From an optimization exercise on the open Yosys and OpenROAD flow, aimed at small area and a short achievable clock period; shortcuts taken in it are not production practice. RTL that was checked went through simulation tests only; none was proved equivalent to the original. Only the layout flow was run in runs 1 and 2; the RTL was not checked for function there. No driver is modelled on the clock port, so clocking that relies on it looks cheaper here than on a real chip. Power figures rest on the tool's default switching activity, not on a simulated workload.

$ cat design/flow/design.v
package xor128_prng_bank_pkg;
  localparam int unsigned WORD_W  = 32;
  localparam logic [WORD_W-1:0] DEF_SEED0 = 32'd123456789;
  localparam logic [WORD_W-1:0] DEF_SEED1 = 32'd362436069;
  localparam logic [WORD_W-1:0] DEF_SEED2 = 32'd521288629;
  localparam logic [WORD_W-1:0] DEF_SEED3 = 32'd88675123;
  function automatic logic [WORD_W-1:0] xs_next_word(input logic [WORD_W-1:0] x,
                                                     input logic [WORD_W-1:0] w);
    logic [WORD_W-1:0] t;
    t = x ^ (x << 11);
    xs_next_word = w ^ (w >> 19) ^ t ^ (t >> 8);
  endfunction
endpackage
module xor128_lane
(
  input  logic              clk,
  input  logic              step_en,
  input  logic              seeding,
  input  logic [31:0]       shift_in,
  output logic [31:0]       x_o,
  output logic [31:0]       w_o
);
  logic [31:0] x_q, y_q, z_q, w_q;
  logic [31:0] t, delta, w_d;
  always_comb begin : lane_w_next
    t     = x_q ^ (x_q << 11);
    delta = (w_q >> 19) ^ t ^ (t >> 8);
    w_d   = (w_q & {32{!seeding}}) ^ (seeding ? shift_in : (delta & {32{step_en}}));
  end
  always_ff @(posedge clk) begin : lane_reg
    if (step_en) begin
      x_q <= y_q;
      y_q <= z_q;
      z_q <= w_q;
    end
    w_q <= w_d;
  end
  assign x_o = x_q;
  assign w_o = w_q;
endmodule
module xor128_prng_bank
#(
  parameter int unsigned SIZE   = 8,
  parameter int unsigned WARMUP = 16,
  parameter logic [31:0] SEED0  = xor128_prng_bank_pkg::DEF_SEED0,
  parameter logic [31:0] SEED1  = xor128_prng_bank_pkg::DEF_SEED1,
  parameter logic [31:0] SEED2  = xor128_prng_bank_pkg::DEF_SEED2,
  parameter logic [31:0] SEED3  = xor128_prng_bank_pkg::DEF_SEED3
) (
  input  logic                 iClk,
  input  logic                 iRst_n,
  input  logic                 iSeedValid,
  input  logic [127:0]         iSeed,
  output logic [SIZE*32-1:0]   oRand,
  output logic                 oValid,
  input  logic                 iReady,
  output logic                 oBusy
);
  localparam int unsigned CNT_W    = 6;   
  localparam logic [CNT_W-1:0] SEED_END = CNT_W'(4 * SIZE);
  localparam logic [CNT_W-1:0] LAST_CNT = CNT_W'(4 * SIZE + WARMUP - 1);
  localparam logic [31:0] DEF_WORD0 = xor128_prng_bank_pkg::xs_next_word(SEED0, SEED3);
  localparam logic [127:0] DEF_STEP1 = {DEF_WORD0, SEED3, SEED2, SEED1};
  logic             run_q;       
  logic             valid_q;     
  logic             busy_q;      
  logic [CNT_W-1:0] cnt_q;       
  logic             dflt_q;      
  logic             seed_end;    
  logic             warm_end;    
  assign seed_end = !run_q && (cnt_q == SEED_END - CNT_W'(1));
  assign warm_end = !run_q && (cnt_q == LAST_CNT);
  always_ff @(posedge iClk or negedge iRst_n) begin : fsm_reg
    if (!iRst_n) begin
      run_q  <= 1'b0;
      busy_q <= 1'b1;
      cnt_q  <= '0;
      dflt_q <= 1'b1;
    end else if (iSeedValid) begin
      run_q  <= 1'b0;
      busy_q <= 1'b1;
      cnt_q  <= '0;
      dflt_q <= (iSeed == '0);
    end else begin
      dflt_q <= 1'b0;
      if (!run_q) cnt_q <= cnt_q + CNT_W'(1);
      if (warm_end) begin
        run_q  <= 1'b1;
        busy_q <= 1'b0;
      end
    end
  end
  always_ff @(posedge iClk or negedge iRst_n) begin : valid_reg
    if (!iRst_n) begin
      valid_q <= 1'b0;
    end else begin
      valid_q <= valid_q ^ (valid_q ? iSeedValid : (warm_end && !iSeedValid));
    end
  end
  logic [SIZE-1:0] lane_run_q;
  logic [SIZE-1:0] lane_seeding_q;
  logic [SIZE-1:0] lane_step_en;
  for (genvar k = 0; k < SIZE; k++) begin : g_phase
    always_ff @(posedge iClk or negedge iRst_n) begin : phase_reg
      if (!iRst_n) begin
        lane_run_q[k]     <= 1'b0;
        lane_seeding_q[k] <= 1'b1;
      end else begin
        lane_run_q[k]     <= lane_run_q[k] ^ (lane_run_q[k] ? iSeedValid
                                                            : (warm_end && !iSeedValid));
        lane_seeding_q[k] <= lane_seeding_q[k] ^ (lane_seeding_q[k] ? (seed_end && !iSeedValid)
                                                                    : iSeedValid);
      end
    end
    assign lane_step_en[k] = !lane_run_q[k] || iReady;
  end
  logic step_en;
  assign step_en = lane_step_en[SIZE-1];
  logic [31:0] lx_q, ly_q, lz_q, lw_q;
  always_ff @(posedge iClk) begin : last_lane_reg
    if (iSeedValid) begin
      {lz_q, ly_q, lx_q} <= iSeed[95:0];
    end else if (dflt_q) begin
      {lz_q, ly_q, lx_q} <= DEF_STEP1[95:0];
    end else if (step_en) begin
      lx_q <= ly_q;
      ly_q <= lz_q;
      lz_q <= lw_q;
    end
  end
  logic [31:0] lt, ldelta, lw_d;
  logic        lw_load;
  always_comb begin : last_lane_w
    lt      = lx_q ^ (lx_q << 11);
    ldelta  = (lw_q >> 19) ^ lt ^ (lt >> 8);
    lw_load = iSeedValid || dflt_q;
    if (iSeedValid)  lw_d = iSeed[127:96];
    else if (dflt_q) lw_d = DEF_STEP1[127:96];
    else             lw_d = lw_q ^ (ldelta & {32{step_en}});
  end
  always_ff @(posedge iClk) begin : last_lane_w_reg
    lw_q <= lw_d;
  end
  logic [31:0] chain_x [SIZE];
  assign chain_x[SIZE-1] = lx_q;
  assign oRand[(SIZE-1)*32 +: 32] = lw_q;
  for (genvar k = 0; k < SIZE - 1; k++) begin : g_lane
    logic [31:0] lane_w;
    xor128_lane u_lane (
      .clk      (iClk),
      .step_en  (lane_step_en[k]),
      .seeding  (lane_seeding_q[k]),
      .shift_in (chain_x[k+1]),
      .x_o      (chain_x[k]),
      .w_o      (lane_w)
    );
    assign oRand[k*32 +: 32] = lane_w;
  end
  assign oValid = valid_q;
  assign oBusy  = busy_q;
endmodule
$ cat design/flow/flow/post_cts.tcl
set block [ord::get_db_block]
set clk_net [[$block findBTerm iClk] getNet]
set port_loads [$clk_net getITerms]
if { [llength $port_loads] == 1 } {
  set root [[lindex $port_loads 0] getInst]
  set master [[$root getMaster] getName]
  set out_net [[$root findITerm X] getNet]
  set sinks {}
  foreach it [$out_net getITerms] {
    if { [$it isInputSignal] } { lappend sinks $it }
  }
  set all_bufs 1
  foreach it $sinks {
    if { ![string match "sky130_fd_sc_hd__clkbuf_*" [[[$it getInst] getMaster] getName]] } {
      set all_bufs 0
    }
  }
  puts "post_cts: root [$root getName] ($master) drives [llength $sinks] pins, all buffers: $all_bufs"
  if { [string match "sky130_fd_sc_hd__clkbuf_*" $master] && [llength $sinks] <= 4 && $all_bufs
       && [llength [$out_net getBTerms]] == 0 } {
    foreach it $sinks {
      $it disconnect
      $it connect $clk_net
    }
    odb::dbInst_destroy $root
    odb::dbNet_destroy $out_net
    puts "post_cts: removed root clock buffer"
    estimate_parasitics -placement
    report_clock_skew
  }
}

if { [info exists ::env(FLOW_POST_CTS_MARGIN)] } {
  report_worst_slack
  repair_timing -setup -setup_margin $::env(FLOW_POST_CTS_MARGIN) -repair_tns 100 -verbose
  detailed_placement
  check_placement -verbose
  estimate_parasitics -placement
  report_worst_slack
  report_design_area
}
$ cat design/flow/config.mk
export PLATFORM = sky130hd
export DESIGN_NAME = xor128_prng_bank
export DESIGN_NICKNAME = xor128_prng_bank
export VERILOG_FILES = /design/flow/design.v
export SDC_FILE = /design/flow/constraint.sdc
export NUM_CORES = 4
export LEC_CHECK = 0
export CAP_MARGIN = 20
export CORE_MARGIN = 2
export CORE_UTILIZATION = 60
export CTS_CLUSTER_DIAMETER = 100
export CTS_CLUSTER_SIZE = 25
export SLEW_MARGIN = 20
$ cat design/flow/flow/run.sh
#!/bin/bash
set -euo pipefail
export BUFFER_PORTS_ARGS="-buffer_cell sky130_fd_sc_hd__buf_2"
export POST_CTS_TCL="$(pwd)/flow/post_cts.tcl"
export FLOW_POST_CTS_MARGIN=1.5
bash standard.sh > standard_flow.log 2>&1
$ cat design/flow/constraint.sdc
create_clock -name core_clock -period 3.0 [get_ports {iClk}]
set_input_delay 0.6000 -clock core_clock [delete_from_list [all_inputs] [get_ports {iClk}]]
set_output_delay 0.6000 -clock core_clock [all_outputs]
set_load 0.01 [all_outputs]
$ cat design/flow/standard.sh
#!/bin/bash
# synth_recipe.tcl (not shown) runs the flow's synth.tcl, then flattens the netlist and writes it again
# the make line also repeats each setting of config.mk as NAME=value (left out here)
make -C /OpenROAD-flow-scripts/flow DESIGN_CONFIG=/design/flow/config.mk WORK_HOME=/design/flow/orfs CLKGATE_MAP_FILE= SYNTH_SCRIPT=/design/flow/synth_recipe.tcl "${@:-finish}"
==> load_flow_metrics.sql, run 1 <==
INSERT INTO impl_metrics (metric_group, metric, value, unit) VALUES
('outcome', 'run_status', 'no timing/DRC/antenna violations', ''),
('synth', 'synth.net_count', '3159', ''),
('detailed_routing', 'vias', '27600', ''),
('placed_design', 'gp_congestion', '0.906', ''),
('worst_setup_path', 'timing.reg2reg.worst_path_depth', '5', ''),
('global_route', 'number_of_global_route_vias_before_repair', '27600', ''),
('detailed_routing', 'drt_iter0_markers', '2707', ''),
('synth', 'cell_taking_the_most_area_after_synthesis', 'sky130_fd_sc_hd__edfxtp_1', ''),
('worst_setup_path', 'required', '3390', 'ps'),
('worst_setup_path', 'cp-start-kind', 'flip-flop', ''),
('floorplanning', 'core', '69700', 'um2'),
('sta', 'final.setup_skew', '29.7', 'ps'),
('flow_run', 'max_cap_violations', '0', ''),
('pwr', 'power-per-cell-area', '622', 'nW/um2'),
('global_route', 'grt_pass1_wl', '170', 'mm'),
('synth', 'synth_cell_types', '48', ''),
('pwr', 'power.leakage', '21.5', 'nW'),
('worst_setup_path', 'cpMaxStageDelayCell', 'sky130_fd_sc_hd__edfxtp_1', ''),
('clock_network', 'clock_tree_from_tritoncts', 'done', ''),
('floorplanning', 'die_x', '269', 'um'),
('sta', 'worstMarginPinSlew', '675', 'ps'),
('worst_hold_path', 'worstHoldPathCells', '3', ''),
('sta', 'setup_total_negative_slack', '0', 'ps'),
('floorplanning', 'die-height', '269', 'um'),
('placed_design', 'numPortBuffers', '389', ''),
('pwr', 'vdd_drop_max', '567', 'uV'),
('worst_setup_path', 'crit_top_cell', 'sky130_fd_sc_hd__xnor2_1', ''),
('synth', 'synth_sequential_area_ratio', '68.6', '%'),
('detailed_routing', 'vias_per_cell', '5.79', ''),
('detailed_routing', 'drt_pre_antenna_iters', '5', ''),
('worst_hold_path', 'hold_class', 'in -> reg', ''),
('sta', 'setup_repair_after_global_routing_missed_its_margin', 'false', ''),
('worst_hold_path', 'timing.hold.worst.start', 'iSeed[104]', ''),
('sta', 'max_slew_margin', '55.0', '%'),
('sta', 'layout_worst_path_cycle_share', '57.3', '%'),
('final_layout', 'area.sequential', '29400', 'um2'),
('floorplanning', 'io_pins', '390', ''),
('global_route', 'grtUsageMet3', '4.57', '%'),
('worst_hold_path', 'min_delay_worst_endpoint', 'lw_q[8]', ''),
('worst_setup_path', 'capturing_element_type_of_the_critical_path', 'flip-flop', ''),
('global_route', 'pin_count_of_the_biggest_net_entering_global_routing', '71', ''),
('detailed_routing', 'post_drt_antenna_nets', '0', ''),
('synth', 'syn_inst', '3026', ''),
('final_layout', 'footprint_of_the_multi_input_gates', '13500', 'um2'),
('sta', 'hold_viol_final', '0', ''),
('global_route', 'use_met1', '42.8', '%'),
('synth', 'synth-warning-count', '4', ''),
('placed_design', 'placedInstanceArea', '45300', 'um2'),
('synth', 'synth-async-reset-ratio', '2.38', '%'),
('final_layout', 'drive_gt1_share', '36.1', '%'),
('sta', 'clock.fmax', '582', 'MHz'),
('global_route', 'grt_use_total', '31.6', '%'),
('synth', 'synth-edff-count', '768', ''),
('global_route', 'number_of_antenna_violations_at_the_first_check_in_global_routing', '0', ''),
('detailed_routing', 'routed_wire_length_per_instance', '24.1', 'um'),
('worst_setup_path', 'cp_data_arrival_time', '2110', 'ps'),
('detailed_routing', 'drc', '0', ''),
('final_layout', 'final_nets', '3931', ''),
('detailed_routing', 'drt_wl_total', '115', 'mm'),
('global_route', 'gr-max-usage-layer', 'met2', ''),
('global_route', 'met2_usage', '52.3', '%'),
('synth', 'synth.area.top_cells', 'sky130_fd_sc_hd__edfxtp_1 (55%), sky130_fd_sc_hd__dfxtp_1 (12%), sky130_fd_sc_hd__xnor2_1 (7.4%)', ''),
('synth', 'dominantRegCellSynth', 'sky130_fd_sc_hd__edfxtp_1', ''),
('synth', 'ys_seq_elements', '1049', ''),
('clock_network', 'cts_num_sinks', '1049', ''),
('sta', 'report.final.setup_viol', '0', ''),
('worst_setup_path', 'critPathMaxStageDelay', '380', 'ps'),
('placed_design', 'dp.final_hpwl', '72.8', 'mm'),
('final_layout', 'area_growth_syn_to_layout', '27.5', '%'),
('worst_setup_path', 'worst-path-max-fanout', '5', ''),
('floorplanning', 'die_area', '72100', 'um2');
[layout make-up]
class | instances | area share [%]
Clock inverter | 1 | 0.0374
Timing Repair Buffer | 853 | 14.5
Tap cell | 940 | 2.20
Timing Repair inverter | 5 | 0.0608
Clock buffer | 86 | 2.57
Inverter | 42 | 0.379
Multi-Input combinational cell | 1800 | 25.2
Sequential cell | 1049 | 55.0
[cell families after synthesis]
kind of cell	after synthesis	share of synthesized area (%)
compound gates	376	5.52
xor+xnor	554	12.7
fa+ha+maj	1	0.0298
buf+inv	179	1.63
flops	1049	68.6
mux	63	1.69
simple gates	804	9.81
[flip-flops by register name, indices dropped and copies added (netlist names)]
register	flops
g_lane.u_lane.w_q	224
busy_q	1
dflt_q	1
valid_q	1
lw_q	32
run_q	1
g_lane.u_lane.z_q	224
g_lane.u_lane.seeding	7
cnt_q	6
ly_q	32
lane_run_q	8
lx_q	32
g_lane.u_lane.y_q	224
g_lane.u_lane.x_q	224
lz_q	32
[worst register-to-register path, stage by stage (launching register included)]
cell and delay [ps]:
sky130_fd_sc_hd__edfxtp_1 380, sky130_fd_sc_hd__buf_4 200, sky130_fd_sc_hd__xnor2_1 320, sky130_fd_sc_hd__xnor2_1 220, sky130_fd_sc_hd__nor4b_1 380, sky130_fd_sc_hd__a211o_1 160
[per-layer routing]
metal	routed length [um]	part of all wire, %
met1	46100	40
met2	55900	49
met3	8160	7.1
met4	4860	4.2
met5	0	0
[report_power, final]
| part | internal (mW) | leakage, nW | switching [mW] |
|---|---|---|---|
| Combinational | 3.79 | 9.88 | 3.26 |
| Sequential | 17.4 | 11.0 | 1.30 |
| Clock | 3.15 | 0.663 | 4.39 |
[synthesized netlist by cell type (2+ instances only)]
library cell / n
sky130_fd_sc_hd__and4_1: 2
sky130_fd_sc_hd__a211o_1: 2
sky130_fd_sc_hd__a211oi_1: 4
sky130_fd_sc_hd__buf_1: 13
sky130_fd_sc_hd__a21o_1: 13
sky130_fd_sc_hd__nor4b_1: 3
sky130_fd_sc_hd__and3_1: 7
sky130_fd_sc_hd__nor4_1: 34
sky130_fd_sc_hd__a31oi_1: 50
sky130_fd_sc_hd__nand3_1: 106
sky130_fd_sc_hd__xnor2_1: 356
sky130_fd_sc_hd__xnor3_1: 34
sky130_fd_sc_hd__nand2_1: 169
sky130_fd_sc_hd__a22o_1: 44
sky130_fd_sc_hd__xor2_1: 163
sky130_fd_sc_hd__a32oi_1: 15
sky130_fd_sc_hd__nor3_1: 3
sky130_fd_sc_hd__mux2_2: 62
sky130_fd_sc_hd__or4_1: 98
sky130_fd_sc_hd__nor2_1: 205
sky130_fd_sc_hd__or3_1: 57
sky130_fd_sc_hd__o31a_1: 7
sky130_fd_sc_hd__nand3b_1: 3
sky130_fd_sc_hd__dfstp_2: 9
sky130_fd_sc_hd__a21oi_1: 15
sky130_fd_sc_hd__buf_2: 11
sky130_fd_sc_hd__nand2b_1: 14
sky130_fd_sc_hd__inv_1: 42
sky130_fd_sc_hd__and3b_1: 3
sky130_fd_sc_hd__nand4_1: 13
sky130_fd_sc_hd__nor2b_1: 82
sky130_fd_sc_hd__o211ai_1: 27
sky130_fd_sc_hd__o21ai_0: 196
sky130_fd_sc_hd__clkbuf_1: 113
sky130_fd_sc_hd__dfxtp_1: 256
sky130_fd_sc_hd__edfxtp_1: 768
sky130_fd_sc_hd__dfrtp_1: 16
[per-stage QoR]
| step | power [mW] | cells | hold slack (ps) | worst slack (ps) |
|---|---|---|---|---|
| floorplan | 21.8 | 3026 | 304 | 10.7 |
| global placement | 23.7 | 4272 | 400 | 675 |
| detailed placement | 23.9 | 4272 | 405 | 571 |
| global route | 34.5 | 4776 | 398 | 1180 |
| finish | 33.3 | 4776 | 375 | 1280 |
[how the worst max path moves through the flow]
stage | start | endpoint | slack [ps] | depth (start not counted)
floorplan | iReady | g_lane[6].u_lane.w_q[12] | 10 | 6
global placement | iReady | g_lane[6].u_lane.w_q[12] | 670 | 6
detailed placement | iReady | g_lane[6].u_lane.w_q[12] | 570 | 6
global route | g_lane[6].u_lane.seeding | g_lane[6].u_lane.w_q[12] | 1180 | 5
finish | lx_q[8] | lw_q[0] | 1280 | 5
[layout by cell type (no fill, tap or decap), drive strengths merged, types with 3 or more instances in the layout]
cell type,Yosys,layout
dfrtp,16,16
buf,24,844
or3,57,57
clkinvlp,0,17
nor4b,4,4
nor2b,82,82
o21ai,196,196
inv,42,31
a21o,13,13
a211oi,4,4
and3,7,7
xnor2,356,356
dfstp,9,9
nand4,13,13
a31oi,50,50
xnor3,34,34
nor3,3,3
clkbuf,113,94
a22o,44,44
mux2,62,62
o211ai,27,27
nand3b,3,3
o31a,7,7
a21oi,15,15
nand2,169,169
edfxtp,768,768
xor2,164,164
nor4,34,34
or4,98,98
and3b,3,3
nand2b,14,14
nand3,106,106
a32oi,15,15
nor2,205,206
dfxtp,256,256
==> run 2, diff against run 1 <==
==> design/flow/flow/run.sh (replaced) <==
#!/bin/bash
set -euo pipefail
export BUFFER_PORTS_ARGS="-buffer_cell sky130_fd_sc_hd__buf_2"
export POST_CTS_TCL="$(pwd)/flow/post_cts.tcl"
export FLOW_POST_CTS_MARGIN=1.35
bash standard.sh > standard_flow.log 2>&1
==> run 2 against run 1 <==
Net effect: still clean; clock power down 0.5%; core utilization down 8.8 points; sequential share of layout area up 6.1 points; clock skew up 3.7 ps; maximum frequency down 2.0%; combinational power down 29%; die area unchanged; critical path depth unchanged; hold slack better by 19 ps; worst setup slack worse by 35 ps; register-to-register slack worse by 40 ps; largest cell class unchanged; highest routed layer unchanged.
==> load_flow_metrics.sql, run 2 <==
INSERT INTO impl_metrics (metric_group, metric, value, unit) VALUES
('final_layout', 'drive_gt1_share', '21.6', '%'),
('global_route', 'number_of_antenna_violations_at_the_first_check_in_global_routing', '1', ''),
('synth', 'synth_sequential_area_ratio', '68.6', '%'),
('global_route', 'grt_use_total', '28.1', '%'),
('outcome', 'run_status', 'no timing/DRC/antenna violations', ''),
('pwr', 'power-per-cell-area', '659', 'nW/um2'),
('sta', 'hold_viol_final', '0', ''),
('final_layout', 'final_nets', '3554', ''),
('placed_design', 'placedCellCount', '4272', ''),
('detailed_routing', 'vias', '25500', ''),
('sta', 'final.hold.worst_slack', '394', 'ps'),
('detailed_routing', 'drt_pre_antenna_iters', '6', ''),
('sta', 'slew_violations', '0', ''),
('synth', 'post_synth.cell_area_avg', '13.9', 'um2'),
('final_layout', 'area_growth_syn_to_layout', '13.0', '%'),
('synth', 'most_common_cell_in_the_netlist', 'sky130_fd_sc_hd__edfxtp_1', ''),
('global_route', 'globalRouteOverflowTotal', '0', ''),
('synth', 'synth-edff-count', '768', ''),
('synth', 'synth-async-reset-ratio', '2.38', '%'),
('final_layout', 'layout.cells.non_filler', '4400', ''),
('worst_hold_path', 'hold_class', 'in -> reg', ''),
('worst_setup_path', 'r2r_setup_slack', '1250', 'ps'),
('clock_network', 'clock_latency', '450', 'ps'),
('placed_design', 'dp.final_hpwl', '72.8', 'mm'),
('detailed_routing', 'post_drt_antenna_nets', '0', ''),
('floorplanning', 'std_cell_rows', '97', ''),
('pwr', 'comb_power_share', '16.0', '%'),
('floorplanning', 'die-height', '269', 'um'),
('pwr', 'intPower', '23.0', 'mW'),
('synth', 'netlist_area_before_placement', '42000', 'um2'),
('detailed_routing', 'drt_iter0_markers', '2498', ''),
('worst_setup_path', 'timing.setup.critical_path_class', 'reg -> reg', ''),
('sta', 'finalWorstSetupSlack', '1250', 'ps'),
('flow_run', 'max_cap_violations', '0', ''),
('placed_design', 'numPortBuffers', '389', ''),
('sta', 'clock.fmax', '570', 'MHz'),
('worst_setup_path', 'critPathMaxStageDelay', '550', 'ps'),
('floorplanning', 'core', '69700', 'um2'),
('final_layout', 'layout_commonest_cell', 'sky130_fd_sc_hd__edfxtp_1', ''),
('worst_setup_path', 'cp_data_arrival_time', '2060', 'ps'),
('sta', 'max_slew_margin', '33.2', '%'),
('detailed_routing', 'vias_per_cell', '5.80', ''),
('synth', 'synth_cell_types', '48', ''),
('synth', 'syn_inst', '3026', ''),
('synth', 'netlist_top_cells_count', 'sky130_fd_sc_hd__edfxtp_1 (768), sky130_fd_sc_hd__xnor2_1 (356), sky130_fd_sc_hd__dfxtp_1 (256), sky130_fd_sc_hd__nor2_1 (205), sky130_fd_sc_hd__o21ai_0 (196)', ''),
('synth', 'ys_seq_elements', '1049', ''),
('global_route', 'pin_count_of_the_biggest_net_entering_global_routing', '102', ''),
('pwr', 'swShare', '26.6', '%'),
('detailed_routing', 'drc', '0', ''),
('sta', 'layout_worst_path_cycle_share', '58.5', '%'),
('global_route', 'number_of_global_route_vias_before_repair', '24900', ''),
('sta', 'setup_repair_after_global_routing_missed_its_margin', 'false', ''),
('floorplanning', 'die_x', '269', 'um'),
('pwr', 'p_clk_share', '24.0', '%'),
('floorplanning', 'start_util', '60.3', '%'),
('worst_setup_path', 'cp-start-kind', 'flip-flop', ''),
('synth', 'synth.net_count', '3159', ''),
('clock_network', 'cts_num_sinks', '1049', ''),
('detailed_routing', 'drt_wl_total', '103', 'mm'),
('pwr', 'power.leakage', '18.7', 'nW'),
('sta', 'worstMarginPinSlew', '1000', 'ps'),
('sta', 'final_period_minus_worst_setup_slack', '1750', 'ps'),
('synth', 'synth-warning-count', '4', ''),
('detailed_routing', 'routed_wire_length_per_instance', '23.3', 'um'),
('synth', 'dominantRegCellSynth', 'sky130_fd_sc_hd__edfxtp_1', ''),
('synth', 'synth.area.top_cells', 'sky130_fd_sc_hd__edfxtp_1 (55%), sky130_fd_sc_hd__dfxtp_1 (12%), sky130_fd_sc_hd__xnor2_1 (7.4%)', ''),
('global_route', 'grt_pass1_wl', '152', 'mm'),
('placed_design', 'pre_cts_ws', '571', 'ps'),
('pwr', 'p_sw', '8.31', 'mW'),
('clock_network', 'clock_tree_from_tritoncts', 'done', ''),
('synth', 'cell_taking_the_most_area_after_synthesis', 'sky130_fd_sc_hd__edfxtp_1', ''),
('sta', 'report.final.setup_viol', '0', ''),
('synth', 'synth.top_cell.area_share', '54.9', '%'),
('sta', 'setup_total_negative_slack', '0', 'ps'),
('sta', 'final.setup_skew', '33.4', 'ps'),
('placed_design', 'gp_congestion', '0.906', ''),
('clock_network', 'clock_slew_at_the_register_clock_pins_of_the_worst_setup_and_hold_paths', '100', 'ps'),
('final_layout', 'mostFrequentLayoutCells', 'sky130_fd_sc_hd__edfxtp_1 (768), sky130_fd_sc_hd__buf_2 (377), sky130_fd_sc_hd__xnor2_1 (342), sky130_fd_sc_hd__nor2_1 (204), sky130_fd_sc_hd__o21ai_0 (194)', ''),
('worst_setup_path', 'crit_path_cell_trace', 'buf_4 > nor2_1 > nand2b_1 > a21oi_1 > a2111oi_0', ''),
('worst_setup_path', 'cpMaxStageDelayCell', 'sky130_fd_sc_hd__dfstp_2', ''),
('floorplanning', 'io_pins', '390', ''),
('pwr', 'p_total', '31.3', 'mW'),
('floorplanning', 'die_area', '72100', 'um2'),
('worst_setup_path', 'worst-path-max-fanout', '45', ''),
('pwr', 'power.share.sequential', '60.1', '%'),
('pwr', 'vdd_drop_max', '564', 'uV'),
('worst_setup_path', 'required', '3310', 'ps'),
('worst_setup_path', 'capturing_element_type_of_the_critical_path', 'flip-flop', '');
run 2: cell families after synthesis:
family | count (synthesis) | share of synthesized area [%]
adders and majority gates | 1 | 0.0298
DFF | 1049 | 68.6
buffers and inverters | 179 | 1.63
muxes | 63 | 1.69
xor gates and xnor gates | 554 | 12.7
and+or+nand+nor | 804 | 9.81
AOI/OAI and AO/OA | 376 | 5.52
run 2: metrics by stage:
stage / utilization, % / instance area (um2)
2_1_floorplan: - / 42000
3_3_place_gp: 65.0 / 45300
3_5_place_dp: 65.0 / 45300
5_1_grt: 68.1 / 47400
6_report: 68.1 / 47400
run 2: final cells by class:
| cell class | instances | area [um2] |
|---|---|---|
| antenna | 1 | 2.50 |
| timing repair inverter | 1 | 5.00 |
| clock buffer | 86 | 1380 |
| tap | 940 | 1180 |
| multi-input combinational | 1799 | 12700 |
| timing repair buffer | 481 | 2990 |
| clock inverter | 1 | 20.0 |
| fill | 5131 | 22200 |
| sequential | 1049 | 29000 |
| inverter | 42 | 184 |
run 2: power by group through the flow:
stage               clock network [mW]  logic (mW)  registers [mW]
floorplan                            0        3.19            18.7
finish                            7.50        4.99            18.8
detailed placement                   0        4.84            19.1
global route                      8.13        5.44            19.0
global placement                     0        4.73            19.0
run 2: worst max-delay path, delay by kind of cell, from the launching register on:
kind | cells | cell delay, ps
buf+inv | 1 | 370
simple gates | 2 | 240
compound gates | 2 | 450
flops | 1 | 550
run 2: final timing paths:
check | start | to | cells past startpoint
min in group asynchronous | iRst_n | lane_run_q[0] | 2
worst max register to register | g_lane[6].u_lane.seeding | g_lane[6].u_lane.w_q[12] | 5
worst max-delay path | g_lane[6].u_lane.seeding | g_lane[6].u_lane.w_q[12] | 5
worst min register to register | g_lane[6].u_lane.y_q[24] | g_lane[6].u_lane.x_q[24] | 0
max in group asynchronous | iRst_n | run_q | 2
worst min-delay path | iSeed[98] | lw_q[2] | 3
run 2: layer usage:
metal / track usage (%) / share of wire [%] / routed length (um)
met1: 38.8 / 42 / 43000
met2: 46.2 / 49 / 50000
met3: 3.42 / 5.4 / 5560
met4: 10.3 / 4.0 / 4080
met5: 0 / 0 / 0
==> run 3, diff against run 2 <==
--- a/design/flow/design.v
+++ b/design/flow/design.v
@@ -64,7 +64,6 @@
   logic             run_q;       
   logic             valid_q;     
-  logic             busy_q;      
   logic [CNT_W-1:0] cnt_q;       
-  logic             dflt_q;      
+  logic             own_seed_q;  
   logic             seed_end;    
   logic             warm_end;    
@@ -73,20 +72,15 @@
   always_ff @(posedge iClk or negedge iRst_n) begin : fsm_reg
     if (!iRst_n) begin
-      run_q  <= 1'b0;
-      busy_q <= 1'b1;
-      cnt_q  <= '0;
-      dflt_q <= 1'b1;
+      run_q      <= 1'b0;
+      cnt_q      <= '0;
+      own_seed_q <= 1'b0;
     end else if (iSeedValid) begin
-      run_q  <= 1'b0;
-      busy_q <= 1'b1;
-      cnt_q  <= '0;
-      dflt_q <= (iSeed == '0);
+      run_q      <= 1'b0;
+      cnt_q      <= '0;
+      own_seed_q <= (iSeed != '0);
     end else begin
-      dflt_q <= 1'b0;
+      own_seed_q <= 1'b1;
       if (!run_q) cnt_q <= cnt_q + CNT_W'(1);
-      if (warm_end) begin
-        run_q  <= 1'b1;
-        busy_q <= 1'b0;
-      end
+      if (warm_end) run_q <= 1'b1;
     end
   end
@@ -99,5 +93,5 @@
   end
   logic [SIZE-1:0] lane_run_q;
-  logic [SIZE-1:0] lane_seeding_q;
+  logic [SIZE-1:0] lane_seeded_q;    
   logic [SIZE-1:0] lane_step_en;
   for (genvar k = 0; k < SIZE; k++) begin : g_phase
@@ -105,10 +99,10 @@
       if (!iRst_n) begin
         lane_run_q[k]     <= 1'b0;
-        lane_seeding_q[k] <= 1'b1;
+        lane_seeded_q[k]  <= 1'b0;
       end else begin
         lane_run_q[k]     <= lane_run_q[k] ^ (lane_run_q[k] ? iSeedValid
                                                             : (warm_end && !iSeedValid));
-        lane_seeding_q[k] <= lane_seeding_q[k] ^ (lane_seeding_q[k] ? (seed_end && !iSeedValid)
-                                                                    : iSeedValid);
+        lane_seeded_q[k]  <= lane_seeded_q[k] ^ (lane_seeded_q[k] ? iSeedValid
+                                                                  : (seed_end && !iSeedValid));
       end
     end
@@ -121,5 +115,5 @@
     if (iSeedValid) begin
       {lz_q, ly_q, lx_q} <= iSeed[95:0];
-    end else if (dflt_q) begin
+    end else if (!own_seed_q) begin
       {lz_q, ly_q, lx_q} <= DEF_STEP1[95:0];
     end else if (step_en) begin
@@ -130,11 +124,9 @@
   end
   logic [31:0] lt, ldelta, lw_d;
-  logic        lw_load;
   always_comb begin : last_lane_w
     lt      = lx_q ^ (lx_q << 11);
     ldelta  = (lw_q >> 19) ^ lt ^ (lt >> 8);
-    lw_load = iSeedValid || dflt_q;
     if (iSeedValid)  lw_d = iSeed[127:96];
-    else if (dflt_q) lw_d = DEF_STEP1[127:96];
+    else if (!own_seed_q) lw_d = DEF_STEP1[127:96];
     else             lw_d = lw_q ^ (ldelta & {32{step_en}});
   end
@@ -150,5 +142,5 @@
       .clk      (iClk),
       .step_en  (lane_step_en[k]),
-      .seeding  (lane_seeding_q[k]),
+      .seeding  (!lane_seeded_q[k]),
       .shift_in (chain_x[k+1]),
       .x_o      (chain_x[k]),
@@ -158,4 +150,4 @@
   end
   assign oValid = valid_q;
-  assign oBusy  = busy_q;
+  assign oBusy  = !valid_q;
 endmodule
==> design/flow/flow/run.sh (replaced) <==
#!/bin/bash
set -euo pipefail
export BUFFER_PORTS_ARGS="-buffer_cell sky130_fd_sc_hd__buf_2"
export POST_CTS_TCL="$(pwd)/flow/post_cts.tcl"
export FLOW_POST_CTS_MARGIN=1.45
bash standard.sh > standard_flow.log 2>&1
==> run 3 against run 2 <==
Net effect: non-clock buffer count increased by 229; die area is 1.9% lower; sequential share of layout area shrank 2.0 points; final cell count increased by 3.5%; sequential power about the same; largest cell class unchanged; still clean; register-to-register slack better by 90 ps; critical path type unchanged; critical path depth is 1 lower.
==> load_flow_metrics.sql, run 3 <==
INSERT INTO impl_metrics (metric_group, metric, value, unit) VALUES
('outcome', 'run_status', 'no timing/DRC/antenna violations', ''),
('synth', 'synth.top_cell.area_share', '56.0', '%'),
('clock_network', 'clock_latency', '450', 'ps'),
('pwr', 'power.leakage', '19.2', 'nW'),
('worst_setup_path', 'worst-path-max-fanout', '2', ''),
('floorplanning', 'std_cell_rows', '96', ''),
('worst_setup_path', 'cp-start-kind', 'flip-flop', ''),
('final_layout', 'area_growth_syn_to_layout', '20.7', '%'),
('clock_network', 'clock_tree_from_tritoncts', 'done', ''),
('worst_setup_path', 'required', '3370', 'ps'),
('synth', 'most_common_cell_in_the_netlist', 'sky130_fd_sc_hd__edfxtp_1', ''),
('final_layout', 'final.fill_count', '4566', ''),
('final_layout', 'area.sequential', '29400', 'um2'),
('worst_setup_path', 'critPathMaxStageDelay', '480', 'ps'),
('flow_run', 'max_cap_violations', '0', ''),
('detailed_routing', 'drt_iter0_markers', '2616', ''),
('pwr', 'p_total', '32.8', 'mW'),
('synth', 'dominantRegCellSynth', 'sky130_fd_sc_hd__edfxtp_1', ''),
('synth', 'cell_taking_the_most_area_after_synthesis', 'sky130_fd_sc_hd__edfxtp_1', ''),
('synth', 'syn_inst', '2998', ''),
('global_route', 'globalRouteOverflowTotal', '0', ''),
('worst_setup_path', 'worst_r2r_startpoint', 'g_lane[4].u_lane.x_q[8]', ''),
('floorplanning', 'die-height', '266', 'um'),
('synth', 'ys_seq_elements', '1048', ''),
('worst_setup_path', 'capturing_element_type_of_the_critical_path', 'flip-flop', ''),
('placed_design', 'numPortBuffers', '389', ''),
('placed_design', 'dp.final_hpwl', '71.1', 'mm'),
('global_route', 'grt_use_total', '29.6', '%'),
('synth', 'synth_cell_types', '44', ''),
('synth', 'synth-warning-count', '4', ''),
('synth', 'synth.area.top_cells', 'sky130_fd_sc_hd__edfxtp_1 (56%), sky130_fd_sc_hd__dfxtp_1 (12%), sky130_fd_sc_hd__xnor2_1 (8.8%)', ''),
('sta', 'final.setup_skew', '15.8', 'ps'),
('sta', 'worstMarginPinSlew', '743', 'ps'),
('synth', 'post_synth.cell_area_avg', '13.7', 'um2'),
('final_layout', 'drive_gt1_share', '29.6', '%'),
('detailed_routing', 'vias_per_cell', '5.82', ''),
('synth', 'netlist_top_cells_count', 'sky130_fd_sc_hd__edfxtp_1 (768), sky130_fd_sc_hd__xnor2_1 (414), sky130_fd_sc_hd__nor2_1 (346), sky130_fd_sc_hd__dfxtp_1 (256), sky130_fd_sc_hd__o21ai_0 (163)', ''),
('detailed_routing', 'drt_pre_antenna_iters', '6', ''),
('worst_setup_path', 'critPathBufInv', '0', ''),
('global_route', 'grt_pass1_wl', '158', 'mm'),
('worst_hold_path', 'hold_class', 'in -> reg', ''),
('detailed_routing', 'post_drt_antenna_nets', '0', ''),
('synth', 'netlist_area_before_placement', '41200', 'um2'),
('sta', 'setup_total_negative_slack', '0', 'ps'),
('worst_setup_path', 'cp_data_arrival_time', '2040', 'ps'),
('detailed_routing', 'routed_wire_length_per_instance', '23.3', 'um'),
('clock_network', 'clock_slew_at_the_register_clock_pins_of_the_worst_setup_and_hold_paths', '110', 'ps'),
('sta', 'setup_repair_after_global_routing_missed_its_margin', 'false', ''),
('sta', 'clock.fmax', '601', 'MHz'),
('synth', 'synth-edff-count', '768', ''),
('worst_setup_path', 'cp_top_family', 'XOR/XNOR gates', ''),
('global_route', 'pin_count_of_the_biggest_net_entering_global_routing', '97', ''),
('worst_setup_path', 'timing.setup.critical_path_class', 'reg -> reg', ''),
('detailed_routing', 'vias', '26500', ''),
('final_layout', 'final_nets', '3762', ''),
('detailed_routing', 'drt_wl_total', '106', 'mm'),
('final_layout', 'mostFrequentLayoutCells', 'sky130_fd_sc_hd__edfxtp_1 (768), sky130_fd_sc_hd__xnor2_1 (379), sky130_fd_sc_hd__nor2_1 (345), sky130_fd_sc_hd__buf_4 (334), sky130_fd_sc_hd__buf_2 (226)', ''),
('floorplanning', 'start_util', '60.4', '%'),
('placed_design', 'gp_congestion', '0.979', ''),
('clock_network', 'cts_num_sinks', '1048', ''),
('floorplanning', 'die_area', '70800', 'um2'),
('worst_hold_path', 'timing.hold.worst.start', 'iSeed[99]', ''),
('floorplanning', 'die_x', '266', 'um'),
('sta', 'layout_worst_path_cycle_share', '55.5', '%'),
('sta', 'hold_viol_final', '0', ''),
('global_route', 'number_of_antenna_violations_at_the_first_check_in_global_routing', '2', ''),
('synth', 'synth.net_count', '3131', ''),
('floorplanning', 'core', '68200', 'um2'),
('worst_setup_path', 'crit_path_cell_trace', 'xnor2_2 > xor3_1 > or3_1 > a31oi_1', ''),
('final_layout', 'layout_commonest_cell', 'sky130_fd_sc_hd__edfxtp_1', ''),
('floorplanning', 'io_pins', '390', ''),
('sta', 'final_period_minus_worst_setup_slack', '1660', 'ps'),
('synth', 'synth_sequential_area_ratio', '69.9', '%'),
('sta', 'report.final.setup_viol', '0', ''),
('worst_setup_path', 'cpMaxStageDelayCell', 'sky130_fd_sc_hd__edfxtp_1', ''),
('worst_setup_path', 'timing.critical_path.from', 'g_lane[4].u_lane.x_q[8]', ''),
('sta', 'slew_violations', '0', ''),
('pwr', 'vdd_drop_max', '497', 'uV'),
('detailed_routing', 'drc', '0', ''),
('sta', 'max_slew_margin', '50.5', '%'),
('global_route', 'number_of_global_route_vias_before_repair', '26100', ''),
('synth', 'synth-async-reset-ratio', '2.29', '%'),
('final_layout', 'footprint_of_the_multi_input_gates', '12000', 'um2'),
('pwr', 'power-per-cell-area', '660', 'nW/um2');
run 3: path summary, 6_finish.rpt:
check | to | slack (ps) | cells past startpoint
min in group asynchronous | own_seed_q | 750 | 2
max in group asynchronous | lane_seeded_q[2] | 1670 | 2
min | lw_q[3] | 380 | 3
min reg2reg | g_lane[2].u_lane.x_q[6] | 420 | 0
max | g_lane[4].u_lane.w_q[11] | 1340 | 4
max reg2reg | g_lane[4].u_lane.w_q[11] | 1340 | 4
run 3: kinds of logic (layout without fill, tap and decap cells):
logic type | count (synthesis) | after routing | share of synthesized area, %
xor gates and xnor gates | 553 | 553 | 12.8
muxes | 1 | 1 | 0.0243
AOI/OAI and AO/OA | 537 | 537 | 7.72
other | 0 | 2 | 0
buffers and inverters | 215 | 885 | 1.99
adders and majority gates | 1 | 1 | 0.0304
and+or+nand+nor | 643 | 643 | 7.51
DFF | 1048 | 1048 | 69.9
run 3: area by class of cell:
type                       count  share of cell area (%)
antenna                        2                  0.0101
clock buffer                  86                    2.70
clock inverter                 1                  0.0403
inverter                      86                   0.702
multi-input combinational   1735                    24.1
sequential                  1048                    59.1
tap                          882                    2.22
timing repair buffer         710                    11.0
timing repair inverter         2                  0.0201
run 3: per-stage QoR:
stage | std cells | area, um2 | setup slack, ps | utilization [%] | hold slack, ps
floorplan | 2998 | 41200 | 28.6 | - | 304
global placement | 4184 | 44400 | 732 | 65.0 | 400
detailed placement | 4184 | 44400 | 658 | 65.0 | 405
global route | 4552 | 49700 | 1260 | 72.9 | 381
finish | 4552 | 49700 | 1340 | 72.9 | 377
run 3: report_power, final:
group          internal [mW]  switching (mW)
logic                   3.45            3.29
registers               17.4            1.21
clock network           3.08            4.33
total                   24.0            8.83
run 3: per-layer routing:
metal | up-vias | part of all wire, % | GRT usage, %
met3 | 165 | 6.8 | 4.14
li1 | 12100 | - | -
met5 | - | 0 | 0
met1 | 13300 | 41 | 40.7
met2 | 961 | 50 | 50.1
met4 | 0 | 2.7 | 7.73
run 3: worst reg2reg max path, delay by kind of cell, from the launching register on:
| family | cells | cell delay, ps |
|---|---|---|
| compound gates | 1 | 170 |
| xor+xnor | 2 | 610 |
| flops | 1 | 480 |
| simple gates | 1 | 330 |
==> run 4, diff against run 3 <==
==> design/flow/flow/run.sh (replaced) <==
#!/bin/bash
set -euo pipefail
export BUFFER_PORTS_ARGS="-buffer_cell sky130_fd_sc_hd__buf_2"
export POST_CTS_TCL="$(pwd)/flow/post_cts.tcl"
export FLOW_POST_CTS_MARGIN=1.4
bash standard.sh > standard_flow.log 2>&1
--- a/design/flow/config.mk
+++ b/design/flow/config.mk
@@ -8,5 +8,5 @@
 export CAP_MARGIN = 20
 export CORE_MARGIN = 2
-export CORE_UTILIZATION = 60
+export CORE_UTILIZATION = 70
 export CTS_CLUSTER_DIAMETER = 100
 export CTS_CLUSTER_SIZE = 25
==> run 4 against run 3 <==
Net effect: synthesized cell count unchanged; design area is 5.8% lower; die area shrank 14%; wire length down 3.4%; critical path depth did not move; critical path type unchanged; count of clock-buffer cells in the layout shrank 2; clock power up 1%; sequential cell count stayed put; via count decreased by 1.6%; largest cell class unchanged; area after synthesis unchanged; worst setup slack got worse by 120 ps.
==> load_flow_metrics.sql, run 4 <==
INSERT INTO impl_metrics (metric_group, metric, value, unit) VALUES
('global_route', 'number_of_antenna_violations_at_the_first_check_in_global_routing', '3', ''),
('detailed_routing', 'drt_iter0_markers', '2872', ''),
('detailed_routing', 'routedLengthMet1', '39.2', 'mm'),
('final_layout', 'final_nets', '3542', ''),
('pwr', 'p_total', '32.0', 'mW'),
('floorplanning', 'die_x', '247', 'um'),
('pwr', 'power.share.sequential', '58.7', '%'),
('worst_hold_path', 'hold_class', 'in -> async', ''),
('final_layout', 'drive_gt1_share', '23.1', '%'),
('detailed_routing', 'drt_wl_total', '102', 'mm'),
('detailed_routing', 'met3_length', '8.83', 'mm'),
('detailed_routing', 'drt_pre_antenna_iters', '6', ''),
('detailed_routing', 'post_drt_antenna_nets', '0', ''),
('flow_run', 'max_cap_violations', '0', ''),
('synth', 'synth-edff-count', '768', ''),
('outcome', 'run_status', 'no timing/DRC/antenna violations', ''),
('floorplanning', 'start_util', '71.1', '%'),
('final_layout', 'final.fill_count', '3208', ''),
('synth', 'ys_seq_elements', '1048', ''),
('sta', 'worstMarginPinSlew', '836', 'ps'),
('global_route', 'grt_use_total', '33.3', '%'),
('global_route', 'grt_pass1_wl', '151', 'mm'),
('sta', 'report.final.setup_viol', '0', ''),
('sta', 'slew_violations', '0', ''),
('detailed_routing', 'route.met2.wl', '50.7', 'mm'),
('detailed_routing', 'vias_per_cell', '6.19', ''),
('global_route', 'pin_count_of_the_biggest_net_entering_global_routing', '97', ''),
('worst_setup_path', 'timing.reg2reg.worst_path_depth', '4', ''),
('clock_network', 'clock_slew_at_the_register_clock_pins_of_the_worst_setup_and_hold_paths', '100', 'ps'),
('pwr', 'intPower', '23.3', 'mW'),
('sta', 'layout_worst_path_cycle_share', '59.4', '%'),
('synth', 'synth_cell_types', '44', ''),
('clock_network', 'clock_latency', '450', 'ps'),
('placed_design', 'numPortBuffers', '389', ''),
('synth', 'synth-warning-count', '4', ''),
('synth', 'post_synth.cell_area_avg', '13.7', 'um2'),
('sta', 'final_period_minus_worst_setup_slack', '1780', 'ps'),
('final_layout', 'area_growth_syn_to_layout', '13.6', '%'),
('pwr', 'power-per-cell-area', '684', 'nW/um2'),
('synth', 'netlist_top_cells_count', 'sky130_fd_sc_hd__edfxtp_1 (768), sky130_fd_sc_hd__xnor2_1 (414), sky130_fd_sc_hd__nor2_1 (346), sky130_fd_sc_hd__dfxtp_1 (256), sky130_fd_sc_hd__o21ai_0 (163)', ''),
('synth', 'synth.net_count', '3131', ''),
('final_layout', 'layout_commonest_cell', 'sky130_fd_sc_hd__edfxtp_1', ''),
('sta', 'setup_repair_after_global_routing_missed_its_margin', 'false', ''),
('placed_design', 'gp_congestion', '0.970', ''),
('synth', 'syn_inst', '2998', ''),
('synth', 'cell_taking_the_most_area_after_synthesis', 'sky130_fd_sc_hd__edfxtp_1', ''),
('synth', 'synth.area.top_cells', 'sky130_fd_sc_hd__edfxtp_1 (56%), sky130_fd_sc_hd__dfxtp_1 (12%), sky130_fd_sc_hd__xnor2_1 (8.8%)', ''),
('floorplanning', 'io_pins', '390', ''),
('worst_setup_path', 'capturing_element_type_of_the_critical_path', 'flip-flop', '');
run 4: cell counts after synthesis:
Identical to the previous run, type by type.
run 4: power groups by stage:
stage                     logic, mW  registers [mW]  clock network (mW)
final                          5.73            18.8                7.49
after global routing           6.20            19.0                7.98
after detailed placement       5.29            19.0                   0
after global placement         5.08            18.9                   0
after floorplan                3.54            18.7                   0
run 4: metrics by stage:
step	utilization [%]	cells	cell area (um2)	hold slack [ps]
6_report	80.8	4216	46800	174
5_1_grt	80.8	4215	46800	223
3_5_place_dp	76.2	4067	44100	405
3_3_place_gp	76.2	4067	44100	400
2_1_floorplan	-	2998	41200	304
run 4: logic make-up (layout without fill, tap and decap cells):
kind of cell	after synthesis	count (layout)	share of synthesized area, %
AND/OR/NAND/NOR	643	644	7.51
flip-flops	1048	1048	69.9
buffers and inverters	215	665	1.99
multiplexers	1	1	0.0243
other	0	2	0
AO/OA/AOI/OAI	537	537	7.72
XOR/XNOR	553	553	12.8
adder cells (fa/ha/maj)	1	1	0.0304
run 4: worst max-delay path, stage by stage (launching register included):
cell,delay (ps)
sky130_fd_sc_hd__edfxtp_1,480
sky130_fd_sc_hd__xnor2_2,310
sky130_fd_sc_hd__xor3_1,420
sky130_fd_sc_hd__or3_1,330
sky130_fd_sc_hd__a31oi_1,180
run 4: layer usage:
layer | up-vias | track usage, %
li1 | 11600 | -
met1 | 13000 | 45.2
met2 | 1280 | 55.5
met3 | 218 | 5.42
met4 | 2 | 10.9
met5 | - | 0
run 4: worst paths after layout:
kind                                           from                  endpoint  slack (ps)
max                        g_lane[4].u_lane.x_q[19]  g_lane[4].u_lane.w_q[11]        1220
min                                          iRst_n          lane_seeded_q[0]         170
max reg2reg                g_lane[4].u_lane.x_q[19]  g_lane[4].u_lane.w_q[11]        1220
min reg2reg                 g_lane[0].u_lane.z_q[6]   g_lane[0].u_lane.y_q[6]         400
max in group asynchronous                    iRst_n          lane_seeded_q[6]        2320
min in group core_clock     g_lane[0].u_lane.z_q[6]   g_lane[0].u_lane.y_q[6]         400
run 4: layout make-up:
type | count | area (um2) | share of cell area [%]
Timing Repair Buffer | 488 | 3010 | 6.42
Sequential cell | 1048 | 29200 | 62.4
Clock buffer | 84 | 1360 | 2.90
Inverter | 86 | 349 | 0.746
Clock inverter | 5 | 75.1 | 0.160
Multi-Input combinational cell | 1736 | 11800 | 25.3
Tap cell | 765 | 957 | 2.05
Timing Repair inverter | 2 | 10.0 | 0.0214
Antenna cell | 2 | 5.00 | 0.0107

-- static timing again, ports no longer ideal --
The flow's constraints put no driver on any port. The routed layouts listed below were extracted and timed again, unchanged, in two steps. Step 1 (the two cells are an assumption about what drives the block):
set clk [get_ports {iClk}]
set_driving_cell -lib_cell sky130_fd_sc_hd__clkbuf_16 $clk
set_driving_cell -lib_cell sky130_fd_sc_hd__buf_2 [delete_from_list [all_inputs] $clk]
Step 2 adds t to the input delays and takes it off the output delays; t is the mean of the earliest and latest rising clock arrival at the registers after step 1. Input paths then give back, and output paths get back, about the clock's delay inside the block. Three values: ideal ports, drivers, drivers and shift; two values: the first two.
run	t, ns	setup slack, ns	hold slack, ns	worst setup path after step 2	worst register clock-pin slew, ns
run 1	0.567	1.281 / 1.153 / 0.919	0.375 / 0.274 / 0.411	input to register	0.11 / 0.11
run 2	0.563	1.246 / 1.155 / 0.794	0.394 / 0.288 / 0.416	input to register	0.11 / 0.11
run 3	0.569	1.335 / 1.239 / 0.938	0.377 / 0.268 / 0.418	input to register	0.11 / 0.11
run 4	0.565	1.217 / 1.187 / 0.793	0.174 / 0.072 / 0.399	input to register	0.10 / 0.10
After both steps setup and hold are still met in every run listed. The setup slack of run 2, which loses most, moves by -0.091 ns with the drivers and by -0.452 ns with both steps.
